Context: an optimization exercise on an open-source flow, tuned for small area and a short achievable clock period. The choices shown serve that exercise and are no tape-out recipe. RTL that was checked went through simulation tests only; none was proved equivalent to the original. Power and IR drop assume default switching activity.

## job 2254
Design counter_top, start of the top module:
module counter_top (
  input  logic                        i_pclk,
  input  logic                        i_prst_n,
  input  logic [31:0]                 i_paddr,
  input  logic [31:0]                 i_pwdata,
  input  logic                        i_pwrite,
  input  logic                        i_psel,
  input  logic                        i_penable,
  output logic [31:0]                 o_prdata,
  input  logic [cnt_pkg::CNT_NUM-1:0] i_extern_din_a,
  output logic [cnt_pkg::CNT_NUM-1:0] o_extern_dout_a,
  output logic [cnt_pkg::CNT_NUM-1:0] o_extern_dout_a_oen,
  output logic                        o_int
);
Size in the first run: ~490 flip-flops, about 110 I/O pins, ~23000 um2 of cells after synthesis.
clock: 3.5 ns
lec_check: 0
cap_margin: 20
core_margin: 2
core_utilization: 40
gpl_routability_driven: 0
setup_slack_margin: 1.2
slew_margin: 20
standard.sh (not shown) runs the stock make flow with config.mk's settings and CLKGATE_MAP_FILE= SYNTH_SCRIPT=/design/flow/synth_recipe.tcl, a recipe that flattens the netlist after the stock synthesis.
==> flow/flow/run.sh <==
#!/bin/bash
# Standard layout with these changes:
#  - synthesis maps the logic with the ABC script in abc_speed2.script (see
#    my_synth.tcl); flip-flops are mapped before ABC and are left as they are
#  - the port buffers are plain buf_2 cells instead of the delay cells
#    buffer_ports picks on its own
#  - clock tree synthesis adds no dummy loads and builds the tree from
#    clkbuf_8 cells, with clusters of up to 14 sinks
set -euo pipefail
export MY_WORK="$(pwd)"
export MY_ABC_SCRIPT="$MY_WORK/flow/abc_speed2.script"
export BUFFER_PORTS_ARGS="-buffer_cell sky130_fd_sc_hd__buf_2"
export CTS_ARGS="-sink_clustering_enable -repair_clock_nets -dont_use_dummy_load -buf_list {sky130_fd_sc_hd__clkbuf_8} -sink_clustering_size 14 -sink_clustering_max_diameter 60"
sed "s#SYNTH_SCRIPT=[^ ]*#SYNTH_SCRIPT=$MY_WORK/flow/my_synth.tcl#" standard.sh > my_standard.sh
grep -q "SYNTH_SCRIPT=$MY_WORK/flow/my_synth.tcl" my_standard.sh
bash my_standard.sh finish > make_finish.log 2>&1
==> flow/flow/abc_speed2.script <==
&get -n
&st
&syn2
&if -g -K 6
&synch2
&nf
&st
&syn2
&if -g -K 6
&synch2
&nf
&put
buffer -c
topo
stime -c
upsize -c
dnsize -c
==> flow/flow/my_synth.tcl <==
# The standard flow's synthesis script, with the ABC mapping script swapped for
# flow/abc_speed2.script. Only the technology mapping of the logic changes;
# the flip-flops are mapped before ABC runs and are left as they are.
proc abc {args} {
  set i [lsearch $args -script]
  if {$i >= 0} { lset args [expr {$i + 1}] $::env(MY_ABC_SCRIPT) }
  puts "abc with [lindex $args [expr {$i + 1}]]"
  yosys abc {*}$args
}
source $::env(MY_WORK)/synth_recipe.tcl
Input-level comparison between job 9261 and job 2254:
Settings: TNS_END_PERCENT: unset -> 10; GPL_ROUTABILITY_DRIVEN: 0 -> unset.
[summary]
Compared with job 2254, in job 9261 final critical-path setup slack shrank by 0.14 ns, via count shows a reduction of about 0.35%, area added between synthesis and finish higher, final hold slack went down 0.11 ns.
Relative to job 9261, the following input files were edited for job 5174:
Settings: a deleted TNS_END_PERCENT that had been 10.
==> flow/flow/run.sh <==
#!/bin/bash
# Standard layout with these changes:
#  - the port buffers are plain buf_2 cells instead of the delay cells
#    buffer_ports picks on its own
#  - clock tree synthesis adds no dummy loads and builds the tree from
#    clkbuf_8 cells, with clusters of up to 14 sinks
set -euo pipefail
export BUFFER_PORTS_ARGS="-buffer_cell sky130_fd_sc_hd__buf_2"
export CTS_ARGS="-sink_clustering_enable -repair_clock_nets -dont_use_dummy_load -buf_list {sky130_fd_sc_hd__clkbuf_8} -sink_clustering_size 14 -sink_clustering_max_diameter 60"
bash standard.sh finish > make_finish.log 2>&1
removed: flow/flow/abc_speed2.script
removed: flow/flow/my_synth.tcl
Results
Job 5174 completed end to end with timing, DRC and antenna clean.
From job 9261 to job 5174, I/O pin count did not move at all.
[compare] base=job 9261 new=job 5174: minimum hold slack rose 0.10 ns, met3 usage climbed 1.4 points, cell area now larger.
diff inputs: job 5174 => job 3292
==> flow/flow/run.sh <==
#!/bin/bash
# Standard layout with these changes:
#  - synthesis maps the logic with the ABC script in abc_speed2.script (see
#    my_synth.tcl); flip-flops are mapped before ABC and are left as they are
#  - the port buffers are plain buf_2 cells instead of the delay cells
#    buffer_ports picks on its own
#  - clock tree synthesis adds no dummy loads and builds the tree from
#    clkbuf_8 cells, with clusters of up to 12 sinks
set -euo pipefail
export MY_WORK="$(pwd)"
export MY_ABC_SCRIPT="$MY_WORK/flow/abc_speed2.script"
export BUFFER_PORTS_ARGS="-buffer_cell sky130_fd_sc_hd__buf_2"
export CTS_ARGS="-sink_clustering_enable -repair_clock_nets -dont_use_dummy_load -buf_list {sky130_fd_sc_hd__clkbuf_8} -sink_clustering_size 12 -sink_clustering_max_diameter 50"
sed "s#SYNTH_SCRIPT=[^ ]*#SYNTH_SCRIPT=$MY_WORK/flow/my_synth.tcl#" standard.sh > my_standard.sh
grep -q "SYNTH_SCRIPT=$MY_WORK/flow/my_synth.tcl" my_standard.sh
bash my_standard.sh finish > make_finish.log 2>&1
==> flow/flow/abc_speed2.script (new file) <==
&get -n
&st
&syn2
&if -g -K 6
&synch2
&nf
&st
&syn2
&if -g -K 6
&synch2
&nf
&put
buffer -c
topo
stime -c
upsize -c
dnsize -c
==> flow/flow/my_synth.tcl (new file) <==
# The standard flow's synthesis script, with the ABC mapping script swapped for
# flow/abc_speed2.script. Only the technology mapping of the logic changes;
# the flip-flops are mapped before ABC runs and are left as they are.
proc abc {args} {
  set i [lsearch $args -script]
  if {$i >= 0} { lset args [expr {$i + 1}] $::env(MY_ABC_SCRIPT) }
  puts "abc with [lindex $args [expr {$i + 1}]]"
  yosys abc {*}$args
}
source $::env(MY_WORK)/synth_recipe.tcl
### Flow results
Looking at clock group share of total power, job 3292 sits 2.0 points higher than job 5174 does. Compared with job 5174, in job 3292 routability congestion estimate from global placement fell 0.068, sequential power held, global-route met3 utilization went down 1.0 points.


## quartz
Another version of the RTL of counter_top (not shown whole).
For scale: ~2,100 cells after synthesis, ~490 flip-flops, roughly 110 I/O pins.
Design counter_top, start of the top module:
module counter_top (
  input  logic                        i_pclk,
  input  logic                        i_prst_n,
  input  logic [31:0]                 i_paddr,
  input  logic [31:0]                 i_pwdata,
  input  logic                        i_pwrite,
  input  logic                        i_psel,
  input  logic                        i_penable,
  output logic [31:0]                 o_prdata,
  input  logic [cnt_pkg::CNT_NUM-1:0] i_extern_din_a,
  output logic [cnt_pkg::CNT_NUM-1:0] o_extern_dout_a,
  output logic [cnt_pkg::CNT_NUM-1:0] o_extern_dout_a_oen,
  output logic                        o_int
);
export LEC_CHECK = 0
export CAP_MARGIN = 20
export CORE_MARGIN = 2
export CORE_UTILIZATION = 40
export SETUP_SLACK_MARGIN = 1.3
export SLEW_MARGIN = 20
create_clock -name core_clock -period 3.5 [get_ports {i_pclk}]
==> flow/flow/run.sh <==
#!/bin/bash
# Standard layout, with the port buffers made from plain buf_2 cells instead
# of the delay cells buffer_ports picks on its own.
set -euo pipefail
export BUFFER_PORTS_ARGS="-buffer_cell sky130_fd_sc_hd__buf_2"
bash standard.sh finish > make_finish.log 2>&1
The final layout from quartz, which completed every stage, passed the timing, DRC and antenna checks at the end of the flow.
Input changes introduced in violet (baseline for comparison: quartz):
- setting GPL_TIMING_DRIVEN to 0 for the first time
- changing SETUP_SLACK_MARGIN from 1.3 to 1.0
==> flow/flow/run.sh <==
#!/bin/bash
# Standard layout with two changes: the port buffers are plain buf_2 cells
# instead of the delay cells buffer_ports picks on its own, and clock tree
# synthesis adds no dummy loads.
set -euo pipefail
export BUFFER_PORTS_ARGS="-buffer_cell sky130_fd_sc_hd__buf_2"
export CTS_ARGS="-sink_clustering_enable -repair_clock_nets -dont_use_dummy_load"
bash standard.sh finish > make_finish.log 2>&1
- The run with more setup slack is quartz; violet has less.
- violet vs. quartz: sequential share of layout area +2.9 points; combined area of the multi-input logic cells now sits lower; final wirelength higher.
- Sort violet and quartz by shortest clock period the worst path allows after layout asc -> top: quartz
- g_ch[3].u_ch.cnt_q[31] as the capture point of the critical path was reported by quartz, and g_ch[2].u_ch.cnt_q[2] by violet.
- When the final numbers for violet and quartz were put side by side, the met2 wire length turned out to be greater in violet.
- violet completed every stage of the flow, and the final layout passed the timing, DRC and antenna checks.
- Between quartz and violet, the flow reports cell-internal power decreasing by a little under 10%.
- Compared with quartz, violet shows a higher wire length of the first global-routing pass.
- Count of buffer and inverter cells on the critical path (higher): quartz
- Across both runs, final worst-path cycle share was higher for violet than for quartz.
- Comparing violet against quartz, there is no change at all in sum of negative setup slack.
What indigo does differently from violet at the input level:
- SETUP_SLACK_MARGIN: 1.0 -> 0.6
- GPL_TIMING_DRIVEN: 0 -> unset
==> flow/flow/run.sh <==
#!/bin/bash
# Standard layout, with the port buffers made from plain buf_2 cells instead
# of the delay cells buffer_ports picks on its own.
set -euo pipefail
export BUFFER_PORTS_ARGS="-buffer_cell sky130_fd_sc_hd__buf_2"
bash standard.sh finish > make_finish.log 2>&1
Findings:
indigo has endpoint required time on the critical path above what violet had. The post-layout total power of indigo exceeds that of violet by about 8%. Routed via count for indigo is lower than for violet. The tapcell count was comparable across violet and indigo. Reported for violet and indigo, global-route congestion overflow total turned out identical to the last digit.
Inputs modified between indigo and cedar:
- SETUP_SLACK_MARGIN changed from 0.6 to 1.0
==> flow/flow/run.sh <==
#!/bin/bash
# Standard layout with three changes: the port buffers are plain buf_2 cells
# instead of the delay cells buffer_ports picks on its own, and clock tree
# synthesis adds no dummy loads and builds the tree from clkbuf_4/clkbuf_8.
set -euo pipefail
export BUFFER_PORTS_ARGS="-buffer_cell sky130_fd_sc_hd__buf_2"
export CTS_ARGS="-sink_clustering_enable -repair_clock_nets -dont_use_dummy_load -buf_list {sky130_fd_sc_hd__clkbuf_4 sky130_fd_sc_hd__clkbuf_8}"
bash standard.sh finish > make_finish.log 2>&1
## What came out
- Of the two values seen for capturing element of the worst setup path, g_ch[3].u_ch.cnt_q[28] was produced by cedar and g_ch[1].u_ch.cnt_q[17] by indigo.
- cedar ended up with in2reg as its class of the most critical hold timing path; indigo ended up with in2async.
- Of the two values seen for library cell contributing the largest single delay on the critical path, sky130_fd_sc_hd__dfrtp_2 was produced by cedar and sky130_fd_sc_hd__nor4_1 by indigo.
- Relative to indigo, the maximum frequency of cedar is higher by 7.3%.
- cedar went all the way through synthesis, placement and routing and the layout is clean on timing, DRC and antenna.
- As of cedar, static power due to leakage had risen by a few percent compared to indigo.
- The share of the clock period used by the worst path in cedar sits 5.6 points below the value recorded for indigo.
- cedar and indigo ended up with roughly the same count of mapped cells out of synthesis.
- Number of clock buffer instances in the layout up 11 in cedar wrt indigo
Input-level comparison between willow and cedar:
==> flow/flow/run.sh <==
#!/bin/bash
# Standard layout, with the port buffers made from plain buf_2 cells instead
# of the delay cells buffer_ports picks on its own.
set -euo pipefail
export BUFFER_PORTS_ARGS="-buffer_cell sky130_fd_sc_hd__buf_2"
bash standard.sh finish > make_finish.log 2>&1
### Flow results
- Summary of willow over cedar: height of the chip now sits at about the same level, required time of the critical path lower, wire length reported by the detailed router decreased by about 0.6% relative to the old numbers, clock skew decreased by 0.047 ns relative to the old numbers.
- willow vs cedar — average via count per standard cell dropped slightly
- Area: willow vs cedar -> willow larger
- Diff cedar -> willow | count of hold-fix buffers inserted at cts | decrease of 1
- Compared with cedar, willow shows maximum frequency that has gone up slightly.
- willow: no failed stages, no open violations at the end
- cedar finished every stage and its layout cleared the timing, DRC and antenna checks.
- Sequential-cell power consumption delta (cedar -> willow): insignificant
- Between cedar and willow, the cell count does not differ in any meaningful way.
No run of this note included a check of the RTL's function; only the layout flow was run.

static timing again, ports no longer ideal:
The flow's constraints put no driver on any port. The routed layouts listed below were extracted and timed again, unchanged, in two steps. Step 1, drivers: a clkbuf_16 drives i_pclk and a buf_2 each remaining input, both assumed. Step 2, shift: input delay + t, output delay - t, t = (earliest + latest rising clock arrival at the registers) / 2. This alone moves slack from input paths to output paths. Slacks: ideal ports / drivers / drivers and shift; pairs: ideal ports / drivers.
run | t (ns) | setup slack, ns | worst hold slack (ns) | worst setup path after step 2 | slew at the worst register clock pin (ns)
job 2254 | 0.718 | 1.126 / 1.126 / 0.479 | 0.113 / 0.076 / 0.340 | input to register | 0.11 / 0.11
job 9261 | 0.684 | 0.988 / 0.988 / 0.480 | 0.002 / -0.008 / 0.339 | input to register | 0.10 / 0.10
job 5174 | 0.705 | 0.984 / 0.984 / 0.426 | 0.104 / 0.070 / 0.286 | input to register | 0.10 / 0.10
job 3292 | 0.720 | 1.141 / 1.141 / 0.532 | 0.097 / 0.060 / 0.332 | input to register | 0.09 / 0.09
quartz | 0.677 | 0.946 / 0.946 / 0.581 | 0.079 / 0.066 / 0.346 | input to register | 0.07 / 0.07
violet | 0.668 | 0.844 / 0.844 / 0.285 | 0.201 / 0.166 / 0.337 | input to register | 0.06 / 0.06
indigo | 0.678 | 0.619 / 0.619 / 0.076 | 0.082 / 0.071 / 0.350 | input to register | 0.07 / 0.07
cedar | 0.738 | 0.816 / 0.816 / 0.264 | 0.113 / 0.074 / 0.332 | input to register | 0.07 / 0.07
willow | 0.676 | 0.850 / 0.850 / 0.358 | 0.074 / 0.067 / 0.349 | input to register | 0.07 / 0.07
After both steps every run listed still meets setup and hold. For job 2254, which loses most, drivers alone change the setup slack by 0.000 ns; drivers and shift together by -0.647 ns.
